Background: an optimization exercise with open tools, aiming at small area, a short achievable clock period and few clock cycles per item. Do not read the settings as production practice. The RTL was checked by simulation tests, not by an equivalence proof against the original design. Power figures rest on the tool's default switching activity, not on a simulated workload.

==> flow/design.v, too long to show whole: its modules and the start of the top module <==
// module scm_div2: 30 lines
// module scm_sq1: 336 lines
// module scm_sq2: 350 lines
// module scm_keep: 457 lines
// module sigma_clipped_mean_unit: 212 lines
module sigma_clipped_mean_unit (
    input  logic        i_clk,
    input  logic        i_rst_n,
    input  logic        s_axis_tvalid,
    output logic        s_axis_tready,
    input  logic [15:0] s_axis_tdata,    
    output logic        m_axis_tvalid,
    input  logic        m_axis_tready,
    output logic [31:0] m_axis_tdata     
);
  // ...
==> flow/flow/run.sh <==
#!/bin/bash
set -euo pipefail
MARGIN=6.5
sed 's/yosys synth -nofsm -noshare /yosys synth -nofsm -noshare -noabc /' synth_recipe.tcl > synth_recipe_noabc.tcl
grep -q -- "-noabc" synth_recipe_noabc.tcl
EXTRA="SETUP_SLACK_MARGIN=${MARGIN} BUFFER_PORTS_ARGS=-buffer_cell\\\\ sky130_fd_sc_hd__buf_2"
sed -e "s|synth_recipe\.tcl|synth_recipe_noabc.tcl|" \
    -e "s|\"\${@:-finish}\"|${EXTRA} \"\${@:-finish}\"|" standard.sh > standard_tuned.sh
grep -q "SETUP_SLACK_MARGIN=${MARGIN}" standard_tuned.sh
grep -q "synth_recipe_noabc.tcl" standard_tuned.sh
bash standard_tuned.sh finish > flow_make.log 2>&1
==> flow/standard.sh <==
#!/bin/bash
# synth_recipe.tcl (not shown) runs the flow's synth.tcl, then flattens the netlist and writes it again
# the make line also repeats each setting of config.mk as NAME=value (left out here)
make -C /OpenROAD-flow-scripts/flow DESIGN_CONFIG=/design/flow/config.mk WORK_HOME=/design/flow/orfs CLKGATE_MAP_FILE= SYNTH_SCRIPT=/design/flow/synth_recipe.tcl "${@:-finish}"
==> flow/config.mk <==
export PLATFORM = sky130hd
export DESIGN_NAME = sigma_clipped_mean_unit
export DESIGN_NICKNAME = sigma_clipped_mean_unit
export VERILOG_FILES = /design/flow/design.v
export SDC_FILE = /design/flow/constraint.sdc
export NUM_CORES = 4
export LEC_CHECK = 0
export ABC_CLOCK_PERIOD_IN_PS = 3000
export CAP_MARGIN = 20
export CORE_MARGIN = 2
export CORE_UTILIZATION = 65
export CTS_CLUSTER_DIAMETER = 80
export CTS_CLUSTER_SIZE = 24
export GPL_TIMING_DRIVEN = 1
export SLEW_MARGIN = 20
==> flow/constraint.sdc <==
create_clock -name core_clock -period 10.0 [get_ports {i_clk}]
set_input_delay 2.0000 -clock core_clock [delete_from_list [all_inputs] [get_ports {i_clk}]]
set_output_delay 2.0000 -clock core_clock [all_outputs]
set_load 0.01 [all_outputs]
==> results.txt, run 1 <==
# TYPE chip_impl_metric gauge
chip_impl_metric{name="route.detailed.vias_per_inst",unit=""} 5.50
chip_impl_metric{name="power_frac_comb",unit=""} 0.295
chip_impl_info{name="timing.critical_path.to_type",value="register"} 1
chip_impl_metric{name="antenna_violating_nets_post_route",unit=""} 0
chip_impl_info{name="synth_top_cell_by_area",value="sky130_fd_sc_hd__dfxtp_1"} 1
chip_impl_metric{name="total_power",unit="W"} 0.00763
chip_impl_metric{name="wl_met3",unit="mm"} 2.27
chip_impl_metric{name="seqAreaFraction",unit=""} 0.446
chip_impl_info{name="layout.area.top_class",value="multi-input combinational cells"} 1
chip_impl_metric{name="holdWs",unit="ns"} 0.314
chip_impl_metric{name="synthArstFlopShare",unit=""} 0
chip_impl_info{name="run_status",value="complete, no violations"} 1
chip_impl_metric{name="pwr.group.clock",unit="W"} 0.00178
chip_impl_metric{name="dp.final_hpwl",unit="mm"} 49.5
chip_impl_metric{name="utilization",unit=""} 0.698
chip_impl_info{name="top_power_group",value="sequential cells"} 1
chip_impl_metric{name="sequentialPowerShare",unit=""} 0.472
chip_impl_info{name="layout.cells.most_common",value="sky130_fd_sc_hd__dfxtp_1"} 1
chip_impl_metric{name="power.static_leakage",unit="nW"} 16.0
chip_impl_metric{name="worst_ir_drop_vdd",unit="mV"} 0.181
chip_impl_metric{name="path_max_fanout",unit=""} 2
chip_impl_info{name="routed.top_layer",value="met4"} 1
chip_impl_metric{name="clock_buffer_count",unit=""} 55
chip_impl_info{name="worst_hold_path_type",value="register to register"} 1
chip_impl_metric{name="cp.buffers_inverters",unit=""} 0
chip_impl_metric{name="tapcell.inserted",unit=""} 688
chip_impl_metric{name="post_route_setup_tns",unit="ns"} 0
chip_impl_metric{name="clock_transition_at_the_registers_of_the_reported_paths",unit="ns"} 0.09
chip_impl_metric{name="synth-adder-area-share",unit=""} 0.278
chip_impl_metric{name="synth_seq_area_share",unit=""} 0.472
chip_impl_metric{name="multi_input_area_share",unit=""} 0.469
chip_impl_metric{name="globalRoute.totalOverflow",unit=""} 0
chip_impl_metric{name="die_w",unit="microns"} 234
chip_impl_info{name="clock_tree.root_cell",value="sky130_fd_sc_hd__clkbuf_16"} 1
chip_impl_metric{name="final_net_count",unit=""} 3426
Testbench counts, summed over its fixed seeds: cycles 3,528, items 192.
==> module scm_div2, before the edit <==
module scm_div2 (
    input  logic [3:0] i_rem,
    input  logic [1:0] i_num,    
    input  logic [4:0] i_div,    
    input  logic [5:0] i_div3,   
    output logic [3:0] o_rem,
    output logic [1:0] o_quo
);
    logic [5:0] t;
    logic [6:0] d1, d2, d3;
    always_comb begin
        t  = {i_rem, i_num};
        d1 = {1'b0, t} - {2'b00, i_div};
        d2 = {1'b0, t} - {1'b0, i_div, 1'b0};
        d3 = {1'b0, t} - {1'b0, i_div3};
        if (!d3[6]) begin
            o_quo = 2'd3;
            o_rem = d3[3:0];
        end else if (!d2[6]) begin
            o_quo = 2'd2;
            o_rem = d2[3:0];
        end else if (!d1[6]) begin
            o_quo = 2'd1;
            o_rem = d1[3:0];
        end else begin
            o_quo = 2'd0;
            o_rem = t[3:0];
        end
    end
endmodule
==> module sigma_clipped_mean_unit, before the edit <==
module sigma_clipped_mean_unit (
    input  logic        i_clk,
    input  logic        i_rst_n,
    input  logic        s_axis_tvalid,
    output logic        s_axis_tready,
    input  logic [15:0] s_axis_tdata,    
    output logic        m_axis_tvalid,
    input  logic        m_axis_tready,
    output logic [31:0] m_axis_tdata     
);
    localparam int TAIL = RING_LEN - 1;
    logic [RING_LEN-1:0][15:0] r_x;
    logic [RING_LEN-1:0]       r_v;       
    logic [RING_LEN-1:0]       r_p;       
    logic                      r_ev1;     
    logic                      r_ev2;     
    logic                      r_ev3;     
    logic                      r_keep;    
    logic [15:0]               r_xt;      
    logic                      r_ready;   
    logic                      r_full;    
    logic [3:0]                r_fill;
    logic                      r_lpar;    
    logic signed [SUM_BITS-1:0] r_s;
    logic [QSUM_BITS-1:0]      r_qs, r_qc;
    logic                      r_epar;    
    logic [4:0]                r_ecnt;    
    logic                      r_s2;      
    logic                      r_sp;      
    logic signed [SUM_BITS-1:0] r_sthr;
    logic [DEV_BITS-1:0]       r_d;
    logic [DSQ_BITS-1:0]       r_e2s, r_e2c;    
    logic [DSQ_BITS-1:0]       r_ts, r_tc;   
    logic signed [SUM_BITS-1:0] r_ks;
    logic [4:0]                r_k;
    logic [4:0]                r_kcnt;
    logic                      r_busy, r_ovalid;
    logic [3:0]                r_dcnt;
    logic [3:0]                r_rem;
    logic [23:0]               r_quo;
    logic [4:0]                r_kd;
    logic [5:0]                r_kd3;     
    wire tail_rec = r_v[TAIL] & ~r_ev2;
    wire accept   = s_axis_tvalid & r_ready;
    assign s_axis_tready = r_ready;
    wire div_idle = ~r_busy & ~r_ovalid;
    wire edone    = r_ecnt[4];
    wire launch   = r_full & edone & div_idle;
    wire full_nxt = (r_full & ~launch) | (accept & (r_fill == 4'd15));
    wire cons     = r_v[TAP] & (r_p[TAP] == r_epar) & ~edone;   
    wire ready_nxt = ~(r_v[TAP] & ~cons) & ~full_nxt;
    always_ff @(posedge i_clk) begin
        r_x <= {r_x[RING_LEN-2:1], tail_rec ? r_x[TAIL] : r_x[0],
                accept ? s_axis_tdata : 16'd0};
        r_p <= {r_p[RING_LEN-2:1], tail_rec ? r_p[TAIL] : r_p[0], r_lpar};
        if (!i_rst_n) begin
            r_v     <= '0;
            r_ready <= 1'b1;
        end else begin
            r_v     <= {r_v[RING_LEN-2:1], tail_rec | r_v[0], accept};
            r_ready <= ready_nxt;
        end
    end
    wire signed [SUM_BITS-1:0] s_next = r_s + SUM_BITS'($signed(r_x[0]));
    logic [QSUM_BITS-1:0] qs_next, qc_next;
    scm_sq1 u_sq1 (
        .i_x  (r_x[0]),
        .i_qs (r_qs),
        .i_qc (r_qc),
        .o_s  (qs_next),
        .o_c  (qc_next)
    );
    always_ff @(posedge i_clk) begin
        r_s  <= (launch || !i_rst_n) ? SUM_BITS'(0) : s_next;
        r_qs <= (r_s2 || !i_rst_n) ? QSUM_BITS'(0) : qs_next;
        r_qc <= (r_s2 || !i_rst_n) ? QSUM_BITS'(0) : qc_next;
        if (!i_rst_n) begin
            r_full <= 1'b0;
            r_fill <= '0;
            r_lpar <= 1'b0;
        end else begin
            r_full <= full_nxt;
            if (accept) begin
                r_fill <= r_fill + 1'b1;
            end
            if (launch) begin
                r_lpar <= ~r_lpar;
            end
        end
    end
    wire signed [DEV_BITS-1:0] d_tap = {r_x[TAP][15], r_x[TAP], 4'b0000} - DEV_BITS'(r_sthr);
    logic [DSQ_BITS-1:0] e2s_next, e2c_next;
    scm_sq2 u_sq2 (
        .i_d (r_d),
        .o_s (e2s_next),
        .o_c (e2c_next)
    );
    logic [DSQ_BITS-1:0] t_u, t_v;
    logic                keep;      
    scm_keep u_keep (
        .i_ts   (r_ts),
        .i_tc   (r_tc),
        .i_e2s  (r_e2s),
        .i_e2c  (r_e2c),
        .o_u    (t_u),
        .o_v    (t_v),
        .o_keep (keep)
    );
    always_ff @(posedge i_clk) begin
        r_d   <= launch ? DEV_BITS'(s_next) : d_tap;
        r_e2s <= e2s_next;
        r_e2c <= e2c_next;
        if (launch) begin
            r_sthr <= s_next;
            r_epar <= r_lpar;
        end
        if (r_s2) begin
            r_ts <= {~r_qs, 4'b1111};
            r_tc <= {~r_qc, 4'b1110};
        end else if (r_sp) begin
            r_ts <= t_u;
            r_tc <= t_v;
        end
        if (!i_rst_n) begin
            r_ecnt <= 5'd16;
            r_ev1  <= 1'b0;
            r_ev2  <= 1'b0;
            r_s2   <= 1'b0;
            r_sp   <= 1'b0;
        end else begin
            r_ev1 <= cons;
            r_ev2 <= r_ev1;
            r_s2  <= launch;
            r_sp  <= r_s2;
            if (launch) begin
                r_ecnt <= '0;
            end else if (cons) begin
                r_ecnt <= r_ecnt + 1'b1;
            end
        end
    end
    wire xfer = r_kcnt[4] & div_idle;
    wire signed [SUM_BITS-1:0] ks_add = r_ks + SUM_BITS'($signed(r_xt));
    always_ff @(posedge i_clk) begin
        r_xt   <= r_x[TAIL];
        r_keep <= keep;
        if (!i_rst_n) begin
            r_ev3  <= 1'b0;
            r_ks   <= '0;
            r_k    <= '0;
            r_kcnt <= '0;
        end else begin
            r_ev3 <= r_ev2;
            if (xfer) begin
                r_ks   <= '0;
                r_k    <= '0;
                r_kcnt <= '0;
            end else if (r_ev3) begin
                r_kcnt <= r_kcnt + 1'b1;
                if (r_keep) begin
                    r_ks <= ks_add;
                    r_k  <= r_k + 1'b1;
                end
            end
        end
    end
    logic [3:0] rem_next;
    logic [1:0] quo_bits;
    wire        ks_neg   = r_ks[SUM_BITS-1];
    wire  [3:0] rem_init = r_ks[SUM_BITS-1:16] + (ks_neg ? r_k[3:0] : 4'd0);
    wire  [7:0] num_low  = ks_neg ? 8'(r_k - 1'b1) : 8'h00;
    scm_div2 u_div (
        .i_rem (r_rem),
        .i_num (r_quo[23:22]),
        .i_div (r_kd),
        .i_div3(r_kd3),
        .o_rem (rem_next),
        .o_quo (quo_bits)
    );
    always_ff @(posedge i_clk) begin
        if (xfer) begin
            r_rem <= rem_init;
            r_quo <= {r_ks[15:0], num_low};
            r_kd  <= r_k;
            r_kd3 <= {1'b0, r_k} + {r_k, 1'b0};
        end else if (r_busy) begin
            r_rem <= rem_next;
            r_quo <= {r_quo[21:0], quo_bits};
        end
        if (!i_rst_n) begin
            r_busy   <= 1'b0;
            r_ovalid <= 1'b0;
            r_dcnt   <= '0;
        end else begin
            if (xfer) begin
                r_busy <= 1'b1;
                r_dcnt <= '0;
            end else if (r_busy) begin
                r_dcnt <= r_dcnt + 1'b1;
                if (r_dcnt == 4'd11) begin
                    r_busy   <= 1'b0;
                    r_ovalid <= 1'b1;
                end
            end
            if (r_ovalid && m_axis_tready) begin
                r_ovalid <= 1'b0;
            end
        end
    end
    assign m_axis_tvalid = r_ovalid;
    assign m_axis_tdata  = {3'b000, r_kd, r_quo};
endmodule
==> run 2: changes to the inputs <==
--- a/flow/design.v
+++ b/flow/design.v
@@ -1,31 +1,32 @@
 package scm_pkg;
     localparam int RING_LEN  = 19;    
     localparam int TAP       = 16;    
     localparam int SUM_BITS  = 20;    
-    localparam int QSUM_BITS = 37;    
+    localparam int QSUM_BITS = 35;    
     localparam int DEV_BITS  = 21;    
-    localparam int DSQ_BITS  = 41;    
+    localparam int DSQ_BITS  = 39;    
 endpackage
 module scm_div2 (
     input  logic [3:0] i_rem,
     input  logic [1:0] i_num,    
     input  logic [4:0] i_div,    
-    input  logic [5:0] i_div3,   
     output logic [3:0] o_rem,
     output logic [1:0] o_quo
 );
     logic [5:0] t;
     logic [6:0] d1, d2, d3;
+    logic [5:0] k3;
     always_comb begin
         t  = {i_rem, i_num};
         d1 = {1'b0, t} - {2'b00, i_div};
         d2 = {1'b0, t} - {1'b0, i_div, 1'b0};
-        d3 = {1'b0, t} - {1'b0, i_div3};
+        k3 = {1'b0, i_div} + {i_div, 1'b0};
+        d3 = {1'b0, t} - {1'b0, k3};
         if (!d3[6]) begin
             o_quo = 2'd3;
             o_rem = d3[3:0];
         end else if (!d2[6]) begin
             o_quo = 2'd2;
             o_rem = d2[3:0];
         end else if (!d1[6]) begin
             o_quo = 2'd1;
@@ -33,20 +34,20 @@
         end else begin
             o_quo = 2'd0;
             o_rem = t[3:0];
         end
     end
 endmodule
 module scm_sq1 (
     input  logic [15:0] i_x,
-    input  logic [36:0] i_qs,
-    input  logic [36:0] i_qc,
-    output logic [36:0] o_s,
-    output logic [36:0] o_c
+    input  logic [34:0] i_qs,
+    input  logic [34:0] i_qc,
+    output logic [34:0] o_s,
+    output logic [34:0] o_c
 );
     wire a_w0 = (i_x[0]) ^ (i_qs[0]);
     wire a_w1 = (i_x[0]) & (i_qs[0]);
     wire a_w2 = (i_qs[1]) ^ (i_qc[1]);
     wire a_w3 = (i_qs[1]) & (i_qc[1]);
     wire a_w4 = (i_x[1]) ^ (i_qs[2]) ^ (i_qc[2]);
     wire a_w5 = ((i_x[1]) & (i_qs[2])) | ((i_x[1]) & (i_qc[2])) | ((i_qs[2]) & (i_qc[2]));
     wire a_w6 = (i_x[0] & i_x[1]) ^ (a_w3);
@@ -356,31 +357,23 @@
     wire a_w310 = (i_qs[33]) ^ (i_qc[33]) ^ (1'b1);
     wire a_w311 = ((i_qs[33]) & (i_qc[33])) | ((i_qs[33]) & (1'b1)) | ((i_qc[33]) & (1'b1));
     wire a_w312 = (a_w307) ^ (a_w310);
     wire a_w313 = (a_w307) & (a_w310);
     wire a_w314 = (i_qs[34]) ^ (i_qc[34]) ^ (1'b1);
     wire a_w315 = ((i_qs[34]) & (i_qc[34])) | ((i_qs[34]) & (1'b1)) | ((i_qc[34]) & (1'b1));
     wire a_w316 = (a_w311) ^ (a_w314);
     wire a_w317 = (a_w311) & (a_w314);
-    wire a_w318 = (i_qs[35]) ^ (i_qc[35]) ^ (1'b1);
-    wire a_w319 = ((i_qs[35]) & (i_qc[35])) | ((i_qs[35]) & (1'b1)) | ((i_qc[35]) & (1'b1));
-    wire a_w320 = (a_w315) ^ (a_w318);
-    wire a_w321 = (a_w315) & (a_w318);
-    wire a_w322 = (i_qs[36]) ^ (i_qc[36]) ^ (1'b1);
-    wire a_w323 = ((i_qs[36]) & (i_qc[36])) | ((i_qs[36]) & (1'b1)) | ((i_qc[36]) & (1'b1));
-    wire a_w324 = (a_w319) ^ (a_w322);
-    wire a_w325 = (a_w319) & (a_w322);
-    assign o_s = {a_w321, a_w317, a_w313, a_w309, a_w305, a_w301, a_w297, a_w293, a_w287, a_w281, a_w273, a_w265, a_w255, a_w245, a_w233, a_w221, a_w207, a_w193, a_w177, a_w161, a_w143, a_w127, a_w111, a_w97, a_w83, a_w80, a_w59, a_w56, a_w46, a_w36, a_w28, a_w20, a_w14, a_w8, a_w4, a_w1, i_qc[0]};
-    assign o_c = {a_w324, a_w320, a_w316, a_w312, a_w308, a_w304, a_w300, a_w296, a_w292, a_w286, a_w280, a_w272, a_w264, a_w254, a_w244, a_w232, a_w220, a_w206, a_w192, a_w176, a_w160, a_w142, a_w126, a_w110, a_w96, a_w82, a_w70, a_w58, a_w48, a_w38, a_w30, a_w22, a_w16, a_w10, a_w6, a_w2, a_w0};
+    assign o_s = {a_w313, a_w309, a_w305, a_w301, a_w297, a_w293, a_w287, a_w281, a_w273, a_w265, a_w255, a_w245, a_w233, a_w221, a_w207, a_w193, a_w177, a_w161, a_w143, a_w127, a_w111, a_w97, a_w83, a_w80, a_w59, a_w56, a_w46, a_w36, a_w28, a_w20, a_w14, a_w8, a_w4, a_w1, i_qc[0]};
+    assign o_c = {a_w316, a_w312, a_w308, a_w304, a_w300, a_w296, a_w292, a_w286, a_w280, a_w272, a_w264, a_w254, a_w244, a_w232, a_w220, a_w206, a_w192, a_w176, a_w160, a_w142, a_w126, a_w110, a_w96, a_w82, a_w70, a_w58, a_w48, a_w38, a_w30, a_w22, a_w16, a_w10, a_w6, a_w2, a_w0};
 endmodule
 module scm_sq2 (
     input  logic [20:0] i_d,
-    output logic [40:0] o_s,
-    output logic [40:0] o_c
+    output logic [38:0] o_s,
+    output logic [38:0] o_c
 );
     wire b_w0 = (i_d[2]) ^ (i_d[0] & i_d[3]);
     wire b_w1 = (i_d[2]) & (i_d[0] & i_d[3]);
     wire b_w2 = (i_d[0] & i_d[4]) ^ (i_d[1] & i_d[3]);
     wire b_w3 = (i_d[0] & i_d[4]) & (i_d[1] & i_d[3]);
     wire b_w4 = (i_d[3]) ^ (i_d[0] & i_d[5]) ^ (i_d[1] & i_d[4]);
     wire b_w5 = ((i_d[3]) & (i_d[0] & i_d[5])) | ((i_d[3]) & (i_d[1] & i_d[4])) | ((i_d[0] & i_d[5]) & (i_d[1] & i_d[4]));
     wire b_w6 = (i_d[2] & i_d[3]) ^ (b_w3);
@@ -714,26 +707,26 @@
     wire b_w334 = (i_d[18]) ^ (~(i_d[15] & i_d[20])) ^ (i_d[16] & i_d[19]);
     wire b_w335 = ((i_d[18]) & (~(i_d[15] & i_d[20]))) | ((i_d[18]) & (i_d[16] & i_d[19])) | ((~(i_d[15] & i_d[20])) & (i_d[16] & i_d[19]));
     wire b_w336 = (i_d[17] & i_d[18]) ^ (b_w331) ^ (b_w334);
     wire b_w337 = ((i_d[17] & i_d[18]) & (b_w331)) | ((i_d[17] & i_d[18]) & (b_w334)) | ((b_w331) & (b_w334));
     wire b_w338 = (~(i_d[16] & i_d[20])) ^ (i_d[17] & i_d[19]) ^ (b_w335);
     wire b_w339 = ((~(i_d[16] & i_d[20])) & (i_d[17] & i_d[19])) | ((~(i_d[16] & i_d[20])) & (b_w335)) | ((i_d[17] & i_d[19]) & (b_w335));
     wire b_w340 = (i_d[19]) ^ (~(i_d[17] & i_d[20])) ^ (i_d[18] & i_d[19]);
     wire b_w341 = ((i_d[19]) & (~(i_d[17] & i_d[20]))) | ((i_d[19]) & (i_d[18] & i_d[19])) | ((~(i_d[17] & i_d[20])) & (i_d[18] & i_d[19]));
-    assign o_s = {i_d[20], ~(i_d[18] & i_d[20]), b_w339, b_w337, b_w333, b_w329, b_w323, b_w317, b_w309, b_w301, b_w291, b_w281, b_w269, b_w257, b_w243, b_w229, b_w213, b_w197, b_w179, b_w161, b_w143, b_w127, b_w111, b_w97, b_w83, b_w80, b_w59, b_w49, b_w46, b_w36, b_w28, b_w20, b_w14, b_w8, b_w4, b_w1, i_d[1] & i_d[2], i_d[0] & i_d[2], i_d[1], 1'b0, i_d[0]};
-    assign o_c = {~(i_d[19] & i_d[20]), b_w341, b_w340, b_w338, b_w336, b_w332, b_w328, b_w322, b_w316, b_w308, b_w300, b_w290, b_w280, b_w268, b_w256, b_w242, b_w228, b_w212, b_w196, b_w178, b_w160, b_w142, b_w126, b_w110, b_w96, b_w82, b_w70, b_w58, b_w48, b_w38, b_w30, b_w22, b_w16, b_w10, b_w6, b_w2, b_w0, 1'b0, i_d[0] & i_d[1], 1'b0, 1'b0};
+    assign o_s = {b_w339, b_w337, b_w333, b_w329, b_w323, b_w317, b_w309, b_w301, b_w291, b_w281, b_w269, b_w257, b_w243, b_w229, b_w213, b_w197, b_w179, b_w161, b_w143, b_w127, b_w111, b_w97, b_w83, b_w80, b_w59, b_w49, b_w46, b_w36, b_w28, b_w20, b_w14, b_w8, b_w4, b_w1, i_d[1] & i_d[2], i_d[0] & i_d[2], i_d[1], 1'b0, i_d[0]};
+    assign o_c = {b_w340, b_w338, b_w336, b_w332, b_w328, b_w322, b_w316, b_w308, b_w300, b_w290, b_w280, b_w268, b_w256, b_w242, b_w228, b_w212, b_w196, b_w178, b_w160, b_w142, b_w126, b_w110, b_w96, b_w82, b_w70, b_w58, b_w48, b_w38, b_w30, b_w22, b_w16, b_w10, b_w6, b_w2, b_w0, 1'b0, i_d[0] & i_d[1], 1'b0, 1'b0};
 endmodule
 module scm_keep (
-    input  logic [40:0] i_ts,
-    input  logic [40:0] i_tc,
-    input  logic [40:0] i_e2s,
-    input  logic [40:0] i_e2c,
-    output logic [40:0] o_u,
-    output logic [40:0] o_v,
+    input  logic [38:0] i_ts,
+    input  logic [38:0] i_tc,
+    input  logic [38:0] i_e2s,
+    input  logic [38:0] i_e2c,
+    output logic [38:0] o_u,
+    output logic [38:0] o_v,
     output logic o_keep
 );
     wire k_w0 = (i_ts[0]) ^ (i_tc[0]) ^ (i_e2s[0]);
     wire k_w1 = ((i_ts[0]) & (i_tc[0])) | ((i_ts[0]) & (i_e2s[0])) | ((i_tc[0]) & (i_e2s[0]));
     wire k_w2 = (i_e2c[0]) ^ (1'b1);
     wire k_w3 = (i_e2c[0]) & (1'b1);
     wire k_w4 = (i_ts[1]) ^ (i_tc[1]) ^ (i_e2s[1]);
     wire k_w5 = ((i_ts[1]) & (i_tc[1])) | ((i_ts[1]) & (i_e2s[1])) | ((i_tc[1]) & (i_e2s[1]));
@@ -882,26 +875,18 @@
     wire k_w148 = (i_ts[37]) ^ (i_tc[37]) ^ (i_e2s[37]);
     wire k_w149 = ((i_ts[37]) & (i_tc[37])) | ((i_ts[37]) & (i_e2s[37])) | ((i_tc[37]) & (i_e2s[37]));
     wire k_w150 = (i_e2c[37]) ^ (k_w145) ^ (k_w148);
     wire k_w151 = ((i_e2c[37]) & (k_w145)) | ((i_e2c[37]) & (k_w148)) | ((k_w145) & (k_w148));
     wire k_w152 = (i_ts[38]) ^ (i_tc[38]) ^ (i_e2s[38]);
     wire k_w153 = ((i_ts[38]) & (i_tc[38])) | ((i_ts[38]) & (i_e2s[38])) | ((i_tc[38]) & (i_e2s[38]));
     wire k_w154 = (i_e2c[38]) ^ (k_w149) ^ (k_w152);
     wire k_w155 = ((i_e2c[38]) & (k_w149)) | ((i_e2c[38]) & (k_w152)) | ((k_w149) & (k_w152));
-    wire k_w156 = (i_ts[39]) ^ (i_tc[39]) ^ (i_e2s[39]);
-    wire k_w157 = ((i_ts[39]) & (i_tc[39])) | ((i_ts[39]) & (i_e2s[39])) | ((i_tc[39]) & (i_e2s[39]));
-    wire k_w158 = (i_e2c[39]) ^ (k_w153) ^ (k_w156);
-    wire k_w159 = ((i_e2c[39]) & (k_w153)) | ((i_e2c[39]) & (k_w156)) | ((k_w153) & (k_w156));
-    wire k_w160 = (i_ts[40]) ^ (i_tc[40]) ^ (i_e2s[40]);
-    wire k_w161 = ((i_ts[40]) & (i_tc[40])) | ((i_ts[40]) & (i_e2s[40])) | ((i_tc[40]) & (i_e2s[40]));
-    wire k_w162 = (i_e2c[40]) ^ (k_w157) ^ (k_w160);
-    wire k_w163 = ((i_e2c[40]) & (k_w157)) | ((i_e2c[40]) & (k_w160)) | ((k_w157) & (k_w160));
-    assign o_u = {k_w159, k_w155, k_w151, k_w147, k_w143, k_w139, k_w135, k_w131, k_w127, k_w123, k_w119, k_w115, k_w111, k_w107, k_w103, k_w99, k_w95, k_w91, k_w87, k_w83, k_w79, k_w75, k_w71, k_w67, k_w63, k_w59, k_w55, k_w51, k_w47, k_w43, k_w39, k_w35, k_w31, k_w27, k_w23, k_w19, k_w15, k_w11, k_w7, k_w4, k_w0};
-    assign o_v = {k_w162, k_w158, k_w154, k_w150, k_w146, k_w142, k_w138, k_w134, k_w130, k_w126, k_w122, k_w118, k_w114, k_w110, k_w106, k_w102, k_w98, k_w94, k_w90, k_w86, k_w82, k_w78, k_w74, k_w70, k_w66, k_w62, k_w58, k_w54, k_w50, k_w46, k_w42, k_w38, k_w34, k_w30, k_w26, k_w22, k_w18, k_w14, k_w10, k_w6, k_w2};
+    assign o_u = {k_w151, k_w147, k_w143, k_w139, k_w135, k_w131, k_w127, k_w123, k_w119, k_w115, k_w111, k_w107, k_w103, k_w99, k_w95, k_w91, k_w87, k_w83, k_w79, k_w75, k_w71, k_w67, k_w63, k_w59, k_w55, k_w51, k_w47, k_w43, k_w39, k_w35, k_w31, k_w27, k_w23, k_w19, k_w15, k_w11, k_w7, k_w4, k_w0};
+    assign o_v = {k_w154, k_w150, k_w146, k_w142, k_w138, k_w134, k_w130, k_w126, k_w122, k_w118, k_w114, k_w110, k_w106, k_w102, k_w98, k_w94, k_w90, k_w86, k_w82, k_w78, k_w74, k_w70, k_w66, k_w62, k_w58, k_w54, k_w50, k_w46, k_w42, k_w38, k_w34, k_w30, k_w26, k_w22, k_w18, k_w14, k_w10, k_w6, k_w2};
     wire kp_0 = (o_u[0]) & (o_v[0]);
     wire kp_1 = (o_u[0]) ^ (o_v[0]);
     wire kp_2 = (o_u[1]) & (o_v[1]);
     wire kp_3 = (o_u[1]) ^ (o_v[1]);
     wire kp_4 = (o_u[2]) & (o_v[2]);
     wire kp_5 = (o_u[2]) ^ (o_v[2]);
     wire kp_6 = (o_u[3]) & (o_v[3]);
     wire kp_7 = (o_u[3]) ^ (o_v[3]);
@@ -968,221 +953,203 @@
     wire kp_68 = (o_u[34]) & (o_v[34]);
     wire kp_69 = (o_u[34]) ^ (o_v[34]);
     wire kp_70 = (o_u[35]) & (o_v[35]);
     wire kp_71 = (o_u[35]) ^ (o_v[35]);
     wire kp_72 = (o_u[36]) & (o_v[36]);
     wire kp_73 = (o_u[36]) ^ (o_v[36]);
     wire kp_74 = (o_u[37]) & (o_v[37]);
     wire kp_75 = (o_u[37]) ^ (o_v[37]);
-    wire kp_76 = (o_u[38]) & (o_v[38]);
-    wire kp_77 = (o_u[38]) ^ (o_v[38]);
-    wire kp_78 = (o_u[39]) & (o_v[39]);
-    wire kp_79 = (o_u[39]) ^ (o_v[39]);
-    wire kp_80 = kp_2 | (kp_3 & kp_0);
-    wire kp_81 = kp_3 & kp_1;
-    wire kp_82 = kp_6 | (kp_7 & kp_4);
-    wire kp_83 = kp_7 & kp_5;
-    wire kp_84 = kp_10 | (kp_11 & kp_8);
-    wire kp_85 = kp_11 & kp_9;
-    wire kp_86 = kp_14 | (kp_15 & kp_12);
-    wire kp_87 = kp_15 & kp_13;
-    wire kp_88 = kp_18 | (kp_19 & kp_16);
-    wire kp_89 = kp_19 & kp_17;
-    wire kp_90 = kp_22 | (kp_23 & kp_20);
-    wire kp_91 = kp_23 & kp_21;
-    wire kp_92 = kp_26 | (kp_27 & kp_24);
-    wire kp_93 = kp_27 & kp_25;
-    wire kp_94 = kp_30 | (kp_31 & kp_28);
-    wire kp_95 = kp_31 & kp_29;
-    wire kp_96 = kp_34 | (kp_35 & kp_32);
-    wire kp_97 = kp_35 & kp_33;
-    wire kp_98 = kp_38 | (kp_39 & kp_36);
-    wire kp_99 = kp_39 & kp_37;
-    wire kp_100 = kp_42 | (kp_43 & kp_40);
-    wire kp_101 = kp_43 & kp_41;
-    wire kp_102 = kp_46 | (kp_47 & kp_44);
-    wire kp_103 = kp_47 & kp_45;
-    wire kp_104 = kp_50 | (kp_51 & kp_48);
-    wire kp_105 = kp_51 & kp_49;
-    wire kp_106 = kp_54 | (kp_55 & kp_52);
-    wire kp_107 = kp_55 & kp_53;
-    wire kp_108 = kp_58 | (kp_59 & kp_56);
-    wire kp_109 = kp_59 & kp_57;
-    wire kp_110 = kp_62 | (kp_63 & kp_60);
-    wire kp_111 = kp_63 & kp_61;
-    wire kp_112 = kp_66 | (kp_67 & kp_64);
-    wire kp_113 = kp_67 & kp_65;
-    wire kp_114 = kp_70 | (kp_71 & kp_68);
-    wire kp_115 = kp_71 & kp_69;
-    wire kp_116 = kp_74 | (kp_75 & kp_72);
-    wire kp_117 = kp_75 & kp_73;
-    wire kp_118 = kp_78 | (kp_79 & kp_76);
-    wire kp_119 = kp_79 & kp_77;
-    wire kp_120 = kp_4 | (kp_5 & kp_80);
-    wire kp_121 = kp_5 & kp_81;
-    wire kp_122 = kp_82 | (kp_83 & kp_80);
-    wire kp_123 = kp_83 & kp_81;
-    wire kp_124 = kp_12 | (kp_13 & kp_84);
-    wire kp_125 = kp_13 & kp_85;
-    wire kp_126 = kp_86 | (kp_87 & kp_84);
-    wire kp_127 = kp_87 & kp_85;
-    wire kp_128 = kp_20 | (kp_21 & kp_88);
-    wire kp_129 = kp_21 & kp_89;
-    wire kp_130 = kp_90 | (kp_91 & kp_88);
-    wire kp_131 = kp_91 & kp_89;
-    wire kp_132 = kp_28 | (kp_29 & kp_92);
-    wire kp_133 = kp_29 & kp_93;
-    wire kp_134 = kp_94 | (kp_95 & kp_92);
-    wire kp_135 = kp_95 & kp_93;
-    wire kp_136 = kp_36 | (kp_37 & kp_96);
-    wire kp_137 = kp_37 & kp_97;
-    wire kp_138 = kp_98 | (kp_99 & kp_96);
-    wire kp_139 = kp_99 & kp_97;
-    wire kp_140 = kp_44 | (kp_45 & kp_100);
-    wire kp_141 = kp_45 & kp_101;
-    wire kp_142 = kp_102 | (kp_103 & kp_100);
-    wire kp_143 = kp_103 & kp_101;
-    wire kp_144 = kp_52 | (kp_53 & kp_104);
-    wire kp_145 = kp_53 & kp_105;
-    wire kp_146 = kp_106 | (kp_107 & kp_104);
-    wire kp_147 = kp_107 & kp_105;
-    wire kp_148 = kp_60 | (kp_61 & kp_108);
-    wire kp_149 = kp_61 & kp_109;
-    wire kp_150 = kp_110 | (kp_111 & kp_108);
-    wire kp_151 = kp_111 & kp_109;
-    wire kp_152 = kp_68 | (kp_69 & kp_112);
-    wire kp_153 = kp_69 & kp_113;
-    wire kp_154 = kp_114 | (kp_115 & kp_112);
-    wire kp_155 = kp_115 & kp_113;
-    wire kp_156 = kp_76 | (kp_77 & kp_116);
-    wire kp_157 = kp_77 & kp_117;
-    wire kp_158 = kp_118 | (kp_119 & kp_116);
-    wire kp_159 = kp_119 & kp_117;
-    wire kp_160 = kp_8 | (kp_9 & kp_122);
-    wire kp_161 = kp_9 & kp_123;
-    wire kp_162 = kp_84 | (kp_85 & kp_122);
-    wire kp_163 = kp_85 & kp_123;
-    wire kp_164 = kp_124 | (kp_125 & kp_122);
-    wire kp_165 = kp_125 & kp_123;
-    wire kp_166 = kp_126 | (kp_127 & kp_122);
-    wire kp_167 = kp_127 & kp_123;
-    wire kp_168 = kp_24 | (kp_25 & kp_130);
-    wire kp_169 = kp_25 & kp_131;
-    wire kp_170 = kp_92 | (kp_93 & kp_130);
-    wire kp_171 = kp_93 & kp_131;
-    wire kp_172 = kp_132 | (kp_133 & kp_130);
-    wire kp_173 = kp_133 & kp_131;
-    wire kp_174 = kp_134 | (kp_135 & kp_130);
-    wire kp_175 = kp_135 & kp_131;
-    wire kp_176 = kp_40 | (kp_41 & kp_138);
-    wire kp_177 = kp_41 & kp_139;
-    wire kp_178 = kp_100 | (kp_101 & kp_138);
-    wire kp_179 = kp_101 & kp_139;
-    wire kp_180 = kp_140 | (kp_141 & kp_138);
-    wire kp_181 = kp_141 & kp_139;
-    wire kp_182 = kp_142 | (kp_143 & kp_138);
-    wire kp_183 = kp_143 & kp_139;
-    wire kp_184 = kp_56 | (kp_57 & kp_146);
-    wire kp_185 = kp_57 & kp_147;
-    wire kp_186 = kp_108 | (kp_109 & kp_146);
-    wire kp_187 = kp_109 & kp_147;
-    wire kp_188 = kp_148 | (kp_149 & kp_146);
-    wire kp_189 = kp_149 & kp_147;
-    wire kp_190 = kp_150 | (kp_151 & kp_146);
-    wire kp_191 = kp_151 & kp_147;
-    wire kp_192 = kp_72 | (kp_73 & kp_154);
-    wire kp_193 = kp_73 & kp_155;
-    wire kp_194 = kp_116 | (kp_117 & kp_154);
-    wire kp_195 = kp_117 & kp_155;
-    wire kp_196 = kp_156 | (kp_157 & kp_154);
-    wire kp_197 = kp_157 & kp_155;
-    wire kp_198 = kp_158 | (kp_159 & kp_154);
-    wire kp_199 = kp_159 & kp_155;
-    wire kp_200 = kp_16 | (kp_17 & kp_166);
-    wire kp_201 = kp_17 & kp_167;
-    wire kp_202 = kp_88 | (kp_89 & kp_166);
-    wire kp_203 = kp_89 & kp_167;
-    wire kp_204 = kp_128 | (kp_129 & kp_166);
-    wire kp_205 = kp_129 & kp_167;
-    wire kp_206 = kp_130 | (kp_131 & kp_166);
-    wire kp_207 = kp_131 & kp_167;
-    wire kp_208 = kp_168 | (kp_169 & kp_166);
-    wire kp_209 = kp_169 & kp_167;
-    wire kp_210 = kp_170 | (kp_171 & kp_166);
-    wire kp_211 = kp_171 & kp_167;
-    wire kp_212 = kp_172 | (kp_173 & kp_166);
-    wire kp_213 = kp_173 & kp_167;
-    wire kp_214 = kp_174 | (kp_175 & kp_166);
-    wire kp_215 = kp_175 & kp_167;
-    wire kp_216 = kp_48 | (kp_49 & kp_182);
-    wire kp_217 = kp_49 & kp_183;
-    wire kp_218 = kp_104 | (kp_105 & kp_182);
-    wire kp_219 = kp_105 & kp_183;
-    wire kp_220 = kp_144 | (kp_145 & kp_182);
-    wire kp_221 = kp_145 & kp_183;
-    wire kp_222 = kp_146 | (kp_147 & kp_182);
-    wire kp_223 = kp_147 & kp_183;
-    wire kp_224 = kp_184 | (kp_185 & kp_182);
-    wire kp_225 = kp_185 & kp_183;
-    wire kp_226 = kp_186 | (kp_187 & kp_182);
-    wire kp_227 = kp_187 & kp_183;
-    wire kp_228 = kp_188 | (kp_189 & kp_182);
-    wire kp_229 = kp_189 & kp_183;
-    wire kp_230 = kp_190 | (kp_191 & kp_182);
-    wire kp_231 = kp_191 & kp_183;
-    wire kp_232 = kp_32 | (kp_33 & kp_214);
-    wire kp_233 = kp_33 & kp_215;
-    wire kp_234 = kp_96 | (kp_97 & kp_214);
-    wire kp_235 = kp_97 & kp_215;
-    wire kp_236 = kp_136 | (kp_137 & kp_214);
-    wire kp_237 = kp_137 & kp_215;
-    wire kp_238 = kp_138 | (kp_139 & kp_214);
-    wire kp_239 = kp_139 & kp_215;
-    wire kp_240 = kp_176 | (kp_177 & kp_214);
-    wire kp_241 = kp_177 & kp_215;
-    wire kp_242 = kp_178 | (kp_179 & kp_214);
-    wire kp_243 = kp_179 & kp_215;
-    wire kp_244 = kp_180 | (kp_181 & kp_214);
-    wire kp_245 = kp_181 & kp_215;
-    wire kp_246 = kp_182 | (kp_183 & kp_214);
-    wire kp_247 = kp_183 & kp_215;
-    wire kp_248 = kp_216 | (kp_217 & kp_214);
-    wire kp_249 = kp_217 & kp_215;
-    wire kp_250 = kp_218 | (kp_219 & kp_214);
-    wire kp_251 = kp_219 & kp_215;
-    wire kp_252 = kp_220 | (kp_221 & kp_214);
-    wire kp_253 = kp_221 & kp_215;
-    wire kp_254 = kp_222 | (kp_223 & kp_214);
-    wire kp_255 = kp_223 & kp_215;
-    wire kp_256 = kp_224 | (kp_225 & kp_214);
-    wire kp_257 = kp_225 & kp_215;
-    wire kp_258 = kp_226 | (kp_227 & kp_214);
-    wire kp_259 = kp_227 & kp_215;
-    wire kp_260 = kp_228 | (kp_229 & kp_214);
-    wire kp_261 = kp_229 & kp_215;
-    wire kp_262 = kp_230 | (kp_231 & kp_214);
-    wire kp_263 = kp_231 & kp_215;
-    wire kp_264 = kp_64 | (kp_65 & kp_262);
-    wire kp_265 = kp_65 & kp_263;
-    wire kp_266 = kp_112 | (kp_113 & kp_262);
-    wire kp_267 = kp_113 & kp_263;
-    wire kp_268 = kp_152 | (kp_153 & kp_262);
-    wire kp_269 = kp_153 & kp_263;
-    wire kp_270 = kp_154 | (kp_155 & kp_262);
-    wire kp_271 = kp_155 & kp_263;
-    wire kp_272 = kp_192 | (kp_193 & kp_262);
-    wire kp_273 = kp_193 & kp_263;
-    wire kp_274 = kp_194 | (kp_195 & kp_262);
-    wire kp_275 = kp_195 & kp_263;
-    wire kp_276 = kp_196 | (kp_197 & kp_262);
-    wire kp_277 = kp_197 & kp_263;
-    wire kp_278 = kp_198 | (kp_199 & kp_262);
-    wire kp_279 = kp_199 & kp_263;
-    assign o_keep = o_u[40] ^ o_v[40] ^ kp_278;
+    wire kp_76 = kp_2 | (kp_3 & kp_0);
+    wire kp_77 = kp_3 & kp_1;
+    wire kp_78 = kp_6 | (kp_7 & kp_4);
+    wire kp_79 = kp_7 & kp_5;
+    wire kp_80 = kp_10 | (kp_11 & kp_8);
+    wire kp_81 = kp_11 & kp_9;
+    wire kp_82 = kp_14 | (kp_15 & kp_12);
+    wire kp_83 = kp_15 & kp_13;
+    wire kp_84 = kp_18 | (kp_19 & kp_16);
+    wire kp_85 = kp_19 & kp_17;
+    wire kp_86 = kp_22 | (kp_23 & kp_20);
+    wire kp_87 = kp_23 & kp_21;
+    wire kp_88 = kp_26 | (kp_27 & kp_24);
+    wire kp_89 = kp_27 & kp_25;
+    wire kp_90 = kp_30 | (kp_31 & kp_28);
+    wire kp_91 = kp_31 & kp_29;
+    wire kp_92 = kp_34 | (kp_35 & kp_32);
+    wire kp_93 = kp_35 & kp_33;
+    wire kp_94 = kp_38 | (kp_39 & kp_36);
+    wire kp_95 = kp_39 & kp_37;
+    wire kp_96 = kp_42 | (kp_43 & kp_40);
+    wire kp_97 = kp_43 & kp_41;
+    wire kp_98 = kp_46 | (kp_47 & kp_44);
+    wire kp_99 = kp_47 & kp_45;
+    wire kp_100 = kp_50 | (kp_51 & kp_48);
+    wire kp_101 = kp_51 & kp_49;
+    wire kp_102 = kp_54 | (kp_55 & kp_52);
+    wire kp_103 = kp_55 & kp_53;
+    wire kp_104 = kp_58 | (kp_59 & kp_56);
+    wire kp_105 = kp_59 & kp_57;
+    wire kp_106 = kp_62 | (kp_63 & kp_60);
+    wire kp_107 = kp_63 & kp_61;
+    wire kp_108 = kp_66 | (kp_67 & kp_64);
+    wire kp_109 = kp_67 & kp_65;
+    wire kp_110 = kp_70 | (kp_71 & kp_68);
+    wire kp_111 = kp_71 & kp_69;
+    wire kp_112 = kp_74 | (kp_75 & kp_72);
+    wire kp_113 = kp_75 & kp_73;
+    wire kp_114 = kp_4 | (kp_5 & kp_76);
+    wire kp_115 = kp_5 & kp_77;
+    wire kp_116 = kp_78 | (kp_79 & kp_76);
+    wire kp_117 = kp_79 & kp_77;
+    wire kp_118 = kp_12 | (kp_13 & kp_80);
+    wire kp_119 = kp_13 & kp_81;
+    wire kp_120 = kp_82 | (kp_83 & kp_80);
+    wire kp_121 = kp_83 & kp_81;
+    wire kp_122 = kp_20 | (kp_21 & kp_84);
+    wire kp_123 = kp_21 & kp_85;
+    wire kp_124 = kp_86 | (kp_87 & kp_84);
+    wire kp_125 = kp_87 & kp_85;
+    wire kp_126 = kp_28 | (kp_29 & kp_88);
+    wire kp_127 = kp_29 & kp_89;
+    wire kp_128 = kp_90 | (kp_91 & kp_88);
+    wire kp_129 = kp_91 & kp_89;
+    wire kp_130 = kp_36 | (kp_37 & kp_92);
+    wire kp_131 = kp_37 & kp_93;
+    wire kp_132 = kp_94 | (kp_95 & kp_92);
+    wire kp_133 = kp_95 & kp_93;
+    wire kp_134 = kp_44 | (kp_45 & kp_96);
+    wire kp_135 = kp_45 & kp_97;
+    wire kp_136 = kp_98 | (kp_99 & kp_96);
+    wire kp_137 = kp_99 & kp_97;
+    wire kp_138 = kp_52 | (kp_53 & kp_100);
+    wire kp_139 = kp_53 & kp_101;
+    wire kp_140 = kp_102 | (kp_103 & kp_100);
+    wire kp_141 = kp_103 & kp_101;
+    wire kp_142 = kp_60 | (kp_61 & kp_104);
+    wire kp_143 = kp_61 & kp_105;
+    wire kp_144 = kp_106 | (kp_107 & kp_104);
+    wire kp_145 = kp_107 & kp_105;
+    wire kp_146 = kp_68 | (kp_69 & kp_108);
+    wire kp_147 = kp_69 & kp_109;
+    wire kp_148 = kp_110 | (kp_111 & kp_108);
+    wire kp_149 = kp_111 & kp_109;
+    wire kp_150 = kp_8 | (kp_9 & kp_116);
+    wire kp_151 = kp_9 & kp_117;
+    wire kp_152 = kp_80 | (kp_81 & kp_116);
+    wire kp_153 = kp_81 & kp_117;
+    wire kp_154 = kp_118 | (kp_119 & kp_116);
+    wire kp_155 = kp_119 & kp_117;
+    wire kp_156 = kp_120 | (kp_121 & kp_116);
+    wire kp_157 = kp_121 & kp_117;
+    wire kp_158 = kp_24 | (kp_25 & kp_124);
+    wire kp_159 = kp_25 & kp_125;
+    wire kp_160 = kp_88 | (kp_89 & kp_124);
+    wire kp_161 = kp_89 & kp_125;
+    wire kp_162 = kp_126 | (kp_127 & kp_124);
+    wire kp_163 = kp_127 & kp_125;
+    wire kp_164 = kp_128 | (kp_129 & kp_124);
+    wire kp_165 = kp_129 & kp_125;
+    wire kp_166 = kp_40 | (kp_41 & kp_132);
+    wire kp_167 = kp_41 & kp_133;
+    wire kp_168 = kp_96 | (kp_97 & kp_132);
+    wire kp_169 = kp_97 & kp_133;
+    wire kp_170 = kp_134 | (kp_135 & kp_132);
+    wire kp_171 = kp_135 & kp_133;
+    wire kp_172 = kp_136 | (kp_137 & kp_132);
+    wire kp_173 = kp_137 & kp_133;
+    wire kp_174 = kp_56 | (kp_57 & kp_140);
+    wire kp_175 = kp_57 & kp_141;
+    wire kp_176 = kp_104 | (kp_105 & kp_140);
+    wire kp_177 = kp_105 & kp_141;
+    wire kp_178 = kp_142 | (kp_143 & kp_140);
+    wire kp_179 = kp_143 & kp_141;
+    wire kp_180 = kp_144 | (kp_145 & kp_140);
+    wire kp_181 = kp_145 & kp_141;
+    wire kp_182 = kp_72 | (kp_73 & kp_148);
+    wire kp_183 = kp_73 & kp_149;
+    wire kp_184 = kp_112 | (kp_113 & kp_148);
+    wire kp_185 = kp_113 & kp_149;
+    wire kp_186 = kp_16 | (kp_17 & kp_156);
+    wire kp_187 = kp_17 & kp_157;
+    wire kp_188 = kp_84 | (kp_85 & kp_156);
+    wire kp_189 = kp_85 & kp_157;
+    wire kp_190 = kp_122 | (kp_123 & kp_156);
+    wire kp_191 = kp_123 & kp_157;
+    wire kp_192 = kp_124 | (kp_125 & kp_156);
+    wire kp_193 = kp_125 & kp_157;
+    wire kp_194 = kp_158 | (kp_159 & kp_156);
+    wire kp_195 = kp_159 & kp_157;
+    wire kp_196 = kp_160 | (kp_161 & kp_156);
+    wire kp_197 = kp_161 & kp_157;
+    wire kp_198 = kp_162 | (kp_163 & kp_156);
+    wire kp_199 = kp_163 & kp_157;
+    wire kp_200 = kp_164 | (kp_165 & kp_156);
+    wire kp_201 = kp_165 & kp_157;
+    wire kp_202 = kp_48 | (kp_49 & kp_172);
+    wire kp_203 = kp_49 & kp_173;
+    wire kp_204 = kp_100 | (kp_101 & kp_172);
+    wire kp_205 = kp_101 & kp_173;
+    wire kp_206 = kp_138 | (kp_139 & kp_172);
+    wire kp_207 = kp_139 & kp_173;
+    wire kp_208 = kp_140 | (kp_141 & kp_172);
+    wire kp_209 = kp_141 & kp_173;
+    wire kp_210 = kp_174 | (kp_175 & kp_172);
+    wire kp_211 = kp_175 & kp_173;
+    wire kp_212 = kp_176 | (kp_177 & kp_172);
+    wire kp_213 = kp_177 & kp_173;
+    wire kp_214 = kp_178 | (kp_179 & kp_172);
+    wire kp_215 = kp_179 & kp_173;
+    wire kp_216 = kp_180 | (kp_181 & kp_172);
+    wire kp_217 = kp_181 & kp_173;
+    wire kp_218 = kp_32 | (kp_33 & kp_200);
+    wire kp_219 = kp_33 & kp_201;
+    wire kp_220 = kp_92 | (kp_93 & kp_200);
+    wire kp_221 = kp_93 & kp_201;
+    wire kp_222 = kp_130 | (kp_131 & kp_200);
+    wire kp_223 = kp_131 & kp_201;
+    wire kp_224 = kp_132 | (kp_133 & kp_200);
+    wire kp_225 = kp_133 & kp_201;
+    wire kp_226 = kp_166 | (kp_167 & kp_200);
+    wire kp_227 = kp_167 & kp_201;
+    wire kp_228 = kp_168 | (kp_169 & kp_200);
+    wire kp_229 = kp_169 & kp_201;
+    wire kp_230 = kp_170 | (kp_171 & kp_200);
+    wire kp_231 = kp_171 & kp_201;
+    wire kp_232 = kp_172 | (kp_173 & kp_200);
+    wire kp_233 = kp_173 & kp_201;
+    wire kp_234 = kp_202 | (kp_203 & kp_200);
+    wire kp_235 = kp_203 & kp_201;
+    wire kp_236 = kp_204 | (kp_205 & kp_200);
+    wire kp_237 = kp_205 & kp_201;
+    wire kp_238 = kp_206 | (kp_207 & kp_200);
+    wire kp_239 = kp_207 & kp_201;
+    wire kp_240 = kp_208 | (kp_209 & kp_200);
+    wire kp_241 = kp_209 & kp_201;
+    wire kp_242 = kp_210 | (kp_211 & kp_200);
+    wire kp_243 = kp_211 & kp_201;
+    wire kp_244 = kp_212 | (kp_213 & kp_200);
+    wire kp_245 = kp_213 & kp_201;
+    wire kp_246 = kp_214 | (kp_215 & kp_200);
+    wire kp_247 = kp_215 & kp_201;
+    wire kp_248 = kp_216 | (kp_217 & kp_200);
+    wire kp_249 = kp_217 & kp_201;
+    wire kp_250 = kp_64 | (kp_65 & kp_248);
+    wire kp_251 = kp_65 & kp_249;
+    wire kp_252 = kp_108 | (kp_109 & kp_248);
+    wire kp_253 = kp_109 & kp_249;
+    wire kp_254 = kp_146 | (kp_147 & kp_248);
+    wire kp_255 = kp_147 & kp_249;
+    wire kp_256 = kp_148 | (kp_149 & kp_248);
+    wire kp_257 = kp_149 & kp_249;
+    wire kp_258 = kp_182 | (kp_183 & kp_248);
+    wire kp_259 = kp_183 & kp_249;
+    wire kp_260 = kp_184 | (kp_185 & kp_248);
+    wire kp_261 = kp_185 & kp_249;
+    assign o_keep = o_u[38] ^ o_v[38] ^ kp_260;
 endmodule
 import scm_pkg::*;
 module sigma_clipped_mean_unit (
     input  logic        i_clk,
     input  logic        i_rst_n,
     input  logic        s_axis_tvalid,
     output logic        s_axis_tready,
     input  logic [15:0] s_axis_tdata,    
@@ -1207,39 +1174,39 @@
     logic [QSUM_BITS-1:0]      r_qs, r_qc;
     logic                      r_epar;    
     logic [4:0]                r_ecnt;    
     logic                      r_s2;      
     logic                      r_sp;      
     logic signed [SUM_BITS-1:0] r_sthr;
     logic [DEV_BITS-1:0]       r_d;
     logic [DSQ_BITS-1:0]       r_e2s, r_e2c;    
+    logic                      r_dbig;    
     logic [DSQ_BITS-1:0]       r_ts, r_tc;   
     logic signed [SUM_BITS-1:0] r_ks;
     logic [4:0]                r_k;
     logic [4:0]                r_kcnt;
     logic                      r_busy, r_ovalid;
     logic [3:0]                r_dcnt;
     logic [3:0]                r_rem;
     logic [23:0]               r_quo;
     logic [4:0]                r_kd;
-    logic [5:0]                r_kd3;     
     wire tail_rec = r_v[TAIL] & ~r_ev2;
     wire accept   = s_axis_tvalid & r_ready;
     assign s_axis_tready = r_ready;
     wire div_idle = ~r_busy & ~r_ovalid;
     wire edone    = r_ecnt[4];
     wire launch   = r_full & edone & div_idle;
     wire full_nxt = (r_full & ~launch) | (accept & (r_fill == 4'd15));
     wire cons     = r_v[TAP] & (r_p[TAP] == r_epar) & ~edone;   
     wire ready_nxt = ~(r_v[TAP] & ~cons) & ~full_nxt;
     always_ff @(posedge i_clk) begin
         r_x <= {r_x[RING_LEN-2:1], tail_rec ? r_x[TAIL] : r_x[0],
                 accept ? s_axis_tdata : 16'd0};
-        r_p <= {r_p[RING_LEN-2:1], tail_rec ? r_p[TAIL] : r_p[0], r_lpar};
+        r_p <= {r_p[RING_LEN-2:1], tail_rec ? r_p[TAIL] : r_lpar, 1'b0};
         if (!i_rst_n) begin
             r_v     <= '0;
             r_ready <= 1'b1;
         end else begin
             r_v     <= {r_v[RING_LEN-2:1], tail_rec | r_v[0], accept};
             r_ready <= ready_nxt;
         end
     end
@@ -1285,18 +1252,19 @@
         .i_e2s  (r_e2s),
         .i_e2c  (r_e2c),
         .o_u    (t_u),
         .o_v    (t_v),
         .o_keep (keep)
     );
     always_ff @(posedge i_clk) begin
         r_d   <= launch ? DEV_BITS'(s_next) : d_tap;
-        r_e2s <= e2s_next;
-        r_e2c <= e2c_next;
+        r_e2s  <= e2s_next;
+        r_e2c  <= e2c_next;
+        r_dbig <= r_d[DEV_BITS-1] ^ r_d[DEV_BITS-2];
         if (launch) begin
             r_sthr <= s_next;
             r_epar <= r_lpar;
         end
         if (r_s2) begin
             r_ts <= {~r_qs, 4'b1111};
             r_tc <= {~r_qc, 4'b1110};
         end else if (r_sp) begin
@@ -1320,17 +1288,17 @@
                 r_ecnt <= r_ecnt + 1'b1;
             end
         end
     end
     wire xfer = r_kcnt[4] & div_idle;
     wire signed [SUM_BITS-1:0] ks_add = r_ks + SUM_BITS'($signed(r_xt));
     always_ff @(posedge i_clk) begin
         r_xt   <= r_x[TAIL];
-        r_keep <= keep;
+        r_keep <= keep & ~r_dbig;
         if (!i_rst_n) begin
             r_ev3  <= 1'b0;
             r_ks   <= '0;
             r_k    <= '0;
             r_kcnt <= '0;
         end else begin
             r_ev3 <= r_ev2;
             if (xfer) begin
@@ -1350,26 +1318,24 @@
     logic [1:0] quo_bits;
     wire        ks_neg   = r_ks[SUM_BITS-1];
     wire  [3:0] rem_init = r_ks[SUM_BITS-1:16] + (ks_neg ? r_k[3:0] : 4'd0);
     wire  [7:0] num_low  = ks_neg ? 8'(r_k - 1'b1) : 8'h00;
     scm_div2 u_div (
         .i_rem (r_rem),
         .i_num (r_quo[23:22]),
         .i_div (r_kd),
-        .i_div3(r_kd3),
         .o_rem (rem_next),
         .o_quo (quo_bits)
     );
     always_ff @(posedge i_clk) begin
         if (xfer) begin
             r_rem <= rem_init;
             r_quo <= {r_ks[15:0], num_low};
             r_kd  <= r_k;
-            r_kd3 <= {1'b0, r_k} + {r_k, 1'b0};
         end else if (r_busy) begin
             r_rem <= rem_next;
             r_quo <= {r_quo[21:0], quo_bits};
         end
         if (!i_rst_n) begin
             r_busy   <= 1'b0;
             r_ovalid <= 1'b0;
             r_dcnt   <= '0;
--- a/flow/config.mk
+++ b/flow/config.mk
@@ -6,10 +6,9 @@
 export NUM_CORES = 4
 export LEC_CHECK = 0
 export ABC_CLOCK_PERIOD_IN_PS = 3000
 export CAP_MARGIN = 20
 export CORE_MARGIN = 2
 export CORE_UTILIZATION = 65
 export CTS_CLUSTER_DIAMETER = 80
 export CTS_CLUSTER_SIZE = 24
-export GPL_TIMING_DRIVEN = 1
 export SLEW_MARGIN = 20
==> results.txt, run 2 <==
# TYPE chip_impl_metric gauge
chip_impl_metric{name="postCtsHoldBufs",unit=""} 0
chip_impl_metric{name="register_area",unit="sq um"} 15900
chip_impl_info{name="timing.critical_path.cells",value="clkinv_2 -> fa_1 -> inv_1 -> fa_1 -> fa_1 -> fa_1 -> fa_1"} 1
chip_impl_metric{name="drtPass1Iterations",unit=""} 5
chip_impl_metric{name="synthesis.area",unit="sq um"} 33700
chip_impl_info{name="hp-start",value="r_x[284]$_DFF_P_"} 1
chip_impl_metric{name="post-place-cells",unit=""} 3448
chip_impl_metric{name="power.net_switching",unit="W"} 0.00239
chip_impl_metric{name="first_global_vias",unit=""} 20500
chip_impl_metric{name="setup_viol_count_final",unit=""} 0
chip_impl_info{name="clock_tree.root_cell",value="sky130_fd_sc_hd__clkbuf_16"} 1
chip_impl_metric{name="synth_cell_type_count",unit=""} 69
chip_impl_metric{name="finalMaxSlewViolations",unit=""} 0
chip_impl_metric{name="globalRoute.totalOverflow",unit=""} 0
chip_impl_metric{name="post_route_fraction_of_the_period_consumed_by_the_critical_path",unit=""} 0.341
chip_impl_metric{name="floorplan.io_pins",unit=""} 54
chip_impl_metric{name="power.share.clock",unit=""} 0.232
chip_impl_metric{name="path_max_fanout",unit=""} 14
chip_impl_metric{name="worst_skew_pair.late_latency",unit="ns"} 0.61
chip_impl_metric{name="synthArstFlopShare",unit=""} 0
chip_impl_metric{name="grt_start_max_net_pins",unit=""} 79
chip_impl_info{name="cp_common_cell",value="sky130_fd_sc_hd__fa_1"} 1
chip_impl_info{name="reg.largest.list",value="r_x x304, r_tc x39, r_ts x39"} 1
chip_impl_metric{name="final_net_count",unit=""} 3361
chip_impl_metric{name="clock_tree.buffer_depth",unit=""} 3
chip_impl_info{name="most-common-layout-cells",value="sky130_fd_sc_hd__dfxtp_1 (579), sky130_fd_sc_hd__fa_1 (365), sky130_fd_sc_hd__and2_1 (363)"} 1
chip_impl_metric{name="holdWs",unit="ns"} 0.318
chip_impl_metric{name="final_wirelength",unit="mm"} 66.8
chip_impl_info{name="synth_most_common_cell",value="sky130_fd_sc_hd__dfxtp_1"} 1
chip_impl_info{name="synth.cells.most_frequent",value="sky130_fd_sc_hd__dfxtp_1 (605), sky130_fd_sc_hd__fa_1 (365), sky130_fd_sc_hd__and2_1 (363)"} 1
chip_impl_metric{name="drive_above_1_share",unit=""} 0.0708
chip_impl_info{name="busiest_layer",value="met2"} 1
chip_impl_metric{name="port-buffer-count",unit=""} 50
chip_impl_metric{name="htree_num_levels",unit=""} 2
chip_impl_metric{name="total_power",unit="W"} 0.00750
chip_impl_metric{name="worst_ir_drop_vdd",unit="mV"} 0.194
chip_impl_metric{name="final-instance-count-excl-fill",unit=""} 3518
chip_impl_info{name="cts_tree",value="built"} 1
chip_impl_metric{name="placeableCoreArea",unit="sq um"} 51300
chip_impl_metric{name="core.rowCount",unit=""} 83
chip_impl_info{name="worst_hold_path_type",value="register to register"} 1
chip_impl_metric{name="initial_utilization",unit=""} 0.657
chip_impl_metric{name="use_met1",unit=""} 0.379
chip_impl_metric{name="p_sw_frac",unit=""} 0.318
chip_impl_metric{name="area_of_combinational_cells_with_multiple_inputs",unit="sq um"} 17000
chip_impl_metric{name="route.vias.total",unit=""} 19500
chip_impl_metric{name="place_congestion",unit=""} 0.847
chip_impl_metric{name="remaining_drc_errors",unit=""} 0
chip_impl_metric{name="cp.buffers_inverters",unit=""} 2
chip_impl_metric{name="number_of_instances_in_the_synthesized_netlist",unit=""} 2808
chip_impl_info{name="regToRegStartpoint",value="r_d[11]$_DFF_P_"} 1
chip_impl_metric{name="layout_min_cycle_time",unit="ns"} 3.41
chip_impl_info{name="top_area_cells_in_the_synthesized_netlist",value="sky130_fd_sc_hd__dfxtp_1 (36%), sky130_fd_sc_hd__fa_1 (22%), sky130_fd_sc_hd__edfxtp_1 (11%)"} 1
chip_impl_metric{name="use_met3",unit=""} 0.0354
chip_impl_metric{name="tightestPinTransition",unit="ns"} 1.03
chip_impl_metric{name="synth_edf_count",unit=""} 124
chip_impl_metric{name="areaGrowthSynthToFinish",unit="%"} 6.52
chip_impl_info{name="synthFlopType",value="sky130_fd_sc_hd__dfxtp_1"} 1
chip_impl_metric{name="internal_power",unit="W"} 0.00511
chip_impl_metric{name="slew_headroom",unit=""} 0.314
chip_impl_metric{name="first_iter_violations",unit=""} 1113
chip_impl_info{name="layout.cells.most_common",value="sky130_fd_sc_hd__dfxtp_1"} 1
chip_impl_info{name="max_flop_register",value="r_x"} 1
chip_impl_metric{name="clock_transition_at_the_registers_of_the_reported_paths",unit="ns"} 0.09
chip_impl_metric{name="cap_violations",unit=""} 0
chip_impl_info{name="synth_top_cell_by_area",value="sky130_fd_sc_hd__dfxtp_1"} 1
chip_impl_metric{name="antenna_violating_nets_post_route",unit=""} 0
chip_impl_metric{name="global_route.usage.met2",unit=""} 0.423
chip_impl_info{name="run_status",value="complete, no violations"} 1
chip_impl_metric{name="worst_clock_skew",unit="ns"} 0.0620
chip_impl_metric{name="die-height",unit="microns"} 232
chip_impl_metric{name="route.detailed.wl_per_inst",unit="microns"} 19.0
chip_impl_metric{name="power.static_leakage",unit="nW"} 15.7
chip_impl_info{name="critical_path.slowest_cell",value="sky130_fd_sc_hd__fa_1"} 1
chip_impl_metric{name="postSynthAreaPerCell",unit="sq um"} 12.0
chip_impl_info{name="timing.critical_path.to_type",value="register"} 1
chip_impl_info{name="cp-start-kind",value="register"} 1
chip_impl_info{name="grt_setup_unrepaired",value="true"} 1
chip_impl_info{name="setup.worst_path.class",value="register to register"} 1
chip_impl_metric{name="ys_seq_elements",unit=""} 729
chip_impl_metric{name="overall_die_area",unit="sq um"} 53700
chip_impl_metric{name="largest_reg_flops",unit=""} 304
chip_impl_metric{name="hold_violation_count_in_the_final_report",unit=""} 0
chip_impl_metric{name="all_layer_global_routing_usage",unit=""} 0.261
chip_impl_info{name="worst_setup_path_startpoint",value="r_d[11]$_DFF_P_"} 1
chip_impl_metric{name="grt_first_pass_wirelength",unit="mm"} 110
chip_impl_metric{name="power_frac_comb",unit=""} 0.300
chip_impl_metric{name="die_w",unit="microns"} 232
chip_impl_metric{name="cp_data_arrival_time",unit="ns"} 3.85
chip_impl_metric{name="yosys_warns",unit=""} 2
chip_impl_metric{name="route.detailed.vias_per_inst",unit=""} 5.53
chip_impl_metric{name="cts_inserted_buffers",unit=""} 39
chip_impl_metric{name="p_per_area",unit="nW/um^2"} 209
chip_impl_metric{name="sequentialPowerShare",unit=""} 0.468
chip_impl_metric{name="cp_slowest_stage_delay",unit="ns"} 0.56
chip_impl_metric{name="post_route_setup_tns",unit="ns"} 0
chip_impl_metric{name="critPathRequiredTime",unit="ns"} 10.43
chip_impl_metric{name="dp.final_hpwl",unit="mm"} 48.2
chip_impl_metric{name="antenna_found_initial",unit=""} 2
chip_impl_metric{name="fmax",unit="MHz"} 293
chip_impl_metric{name="synthDominantCellAreaShare",unit=""} 0.359
chip_impl_metric{name="synth_seq_area_share",unit=""} 0.470
chip_impl_metric{name="n_fill_cell",unit=""} 3738
chip_impl_metric{name="numClockSinks",unit=""} 729
chip_impl_info{name="path_delay_family",value="adder cells"} 1
[run 2: cell count changes after synthesis, sizes merged, moves of 8 or more]
cell / change
dfxtp: -8
edfxtp: -9
nor2b: +9
a21oi: -17
nor3: +13
inv: -20
ha: -11
nor2: -12
o21ai: -14
nand3: +8
[run 2: cell families (layout without fill, tap and decap cells)]
logic type	count (synthesis)	in the layout	synth area share
simple gates	875	875	0.136
flops	729	729	0.470
fa+ha+maj	529	529	0.278
compound gates	303	303	0.0553
buf+inv	254	281	0.0288
xor+xnor	78	78	0.0203
mux	39	39	0.0124
other cells	1	4	0.000111
[run 2: cell type report]
class                      count  area share
sequential                   729       0.443
inverter                     141      0.0148
multi-input combinational   1827       0.472
clock buffer                  54      0.0296
antenna                        1   0.0000697
timing repair buffer          74      0.0133
clock inverter                12     0.00414
tap                          680      0.0237
[run 2: per-layer routing]
layer  up-vias  share of wire  wire (microns)
met5         -              0               0
met4         0          0.015            1030
met2       429           0.47           31700
met3        72          0.048            3220
met1      9846           0.46           30900
li1       9120              -               -
[run 2: final timing paths]
kind / end / slack [ns] / cells after the start
max: r_e2c[23]$_DFF_P_ / 6.59 / 7
min: r_x[300]$_DFF_P_ / 0.32 / 0
max reg2reg: r_e2c[23]$_DFF_P_ / 6.59 / 7
min reg2reg: r_x[300]$_DFF_P_ / 0.32 / 0
[run 2: stage by stage]
stage | instance area, sq um | util | setup WS [ns]
3_5_place_dp | 34600 | 0.674 | 5.97
6_report | 35900 | 0.700 | 6.59
4_1_cts | 35800 | 0.698 | 6.45
3_3_place_gp | 34600 | 0.674 | 6.03
2_1_floorplan | 33700 | - | 6.52
5_1_grt | 35900 | 0.700 | 6.45
[run 2: timing repair]
item                       in CTS  in global routing
buffers inserted                0                  3
pin swaps                       0                  1
setup endpoints to repair      45                 20
resized for setup              27                 29
[run 2: power by group through the flow]
stage	logic [W]	registers, W	clock network [W]
floorplan	0.00162	0.00348	0
global placement	0.00213	0.00357	0
detailed placement	0.00220	0.00358	0
CTS	0.00226	0.00352	0.00178
global route	0.00261	0.00355	0.00189
finish	0.00225	0.00351	0.00174
Testbench counts of run 2, summed over its fixed seeds: cycles 3,528, items 192.

## port drivers added, routing unchanged
Ports are ideal in the flow. The routed layouts listed here were re-timed in OpenROAD. Step 1 assumes that a clkbuf_16 drives the clock port and a buf_2 every other input. Step 2 times the ports against the registers' clock, not the clock port: input delays grow and output delays shrink by t, the midpoint of the rising clock arrivals with the driver on. Slacks: ideal ports / drivers / drivers and shift; pairs: ideal ports / drivers.
run	t, ns	slack for setup (ns)	hold slack, ns	slew at the worst register clock pin (ns)	cell pins on the clock port's net
run 1	0.641	6.555 / 6.555 / 6.204	0.314 / 0.314 / 0.314	0.10 / 0.10	1
run 2	0.641	6.586 / 6.586 / 6.339	0.318 / 0.318 / 0.318	0.10 / 0.10	1
After both steps every run listed still meets setup and hold. For run 1, which loses most, drivers alone change the setup slack by 0.000 ns; drivers and shift together by -0.351 ns.
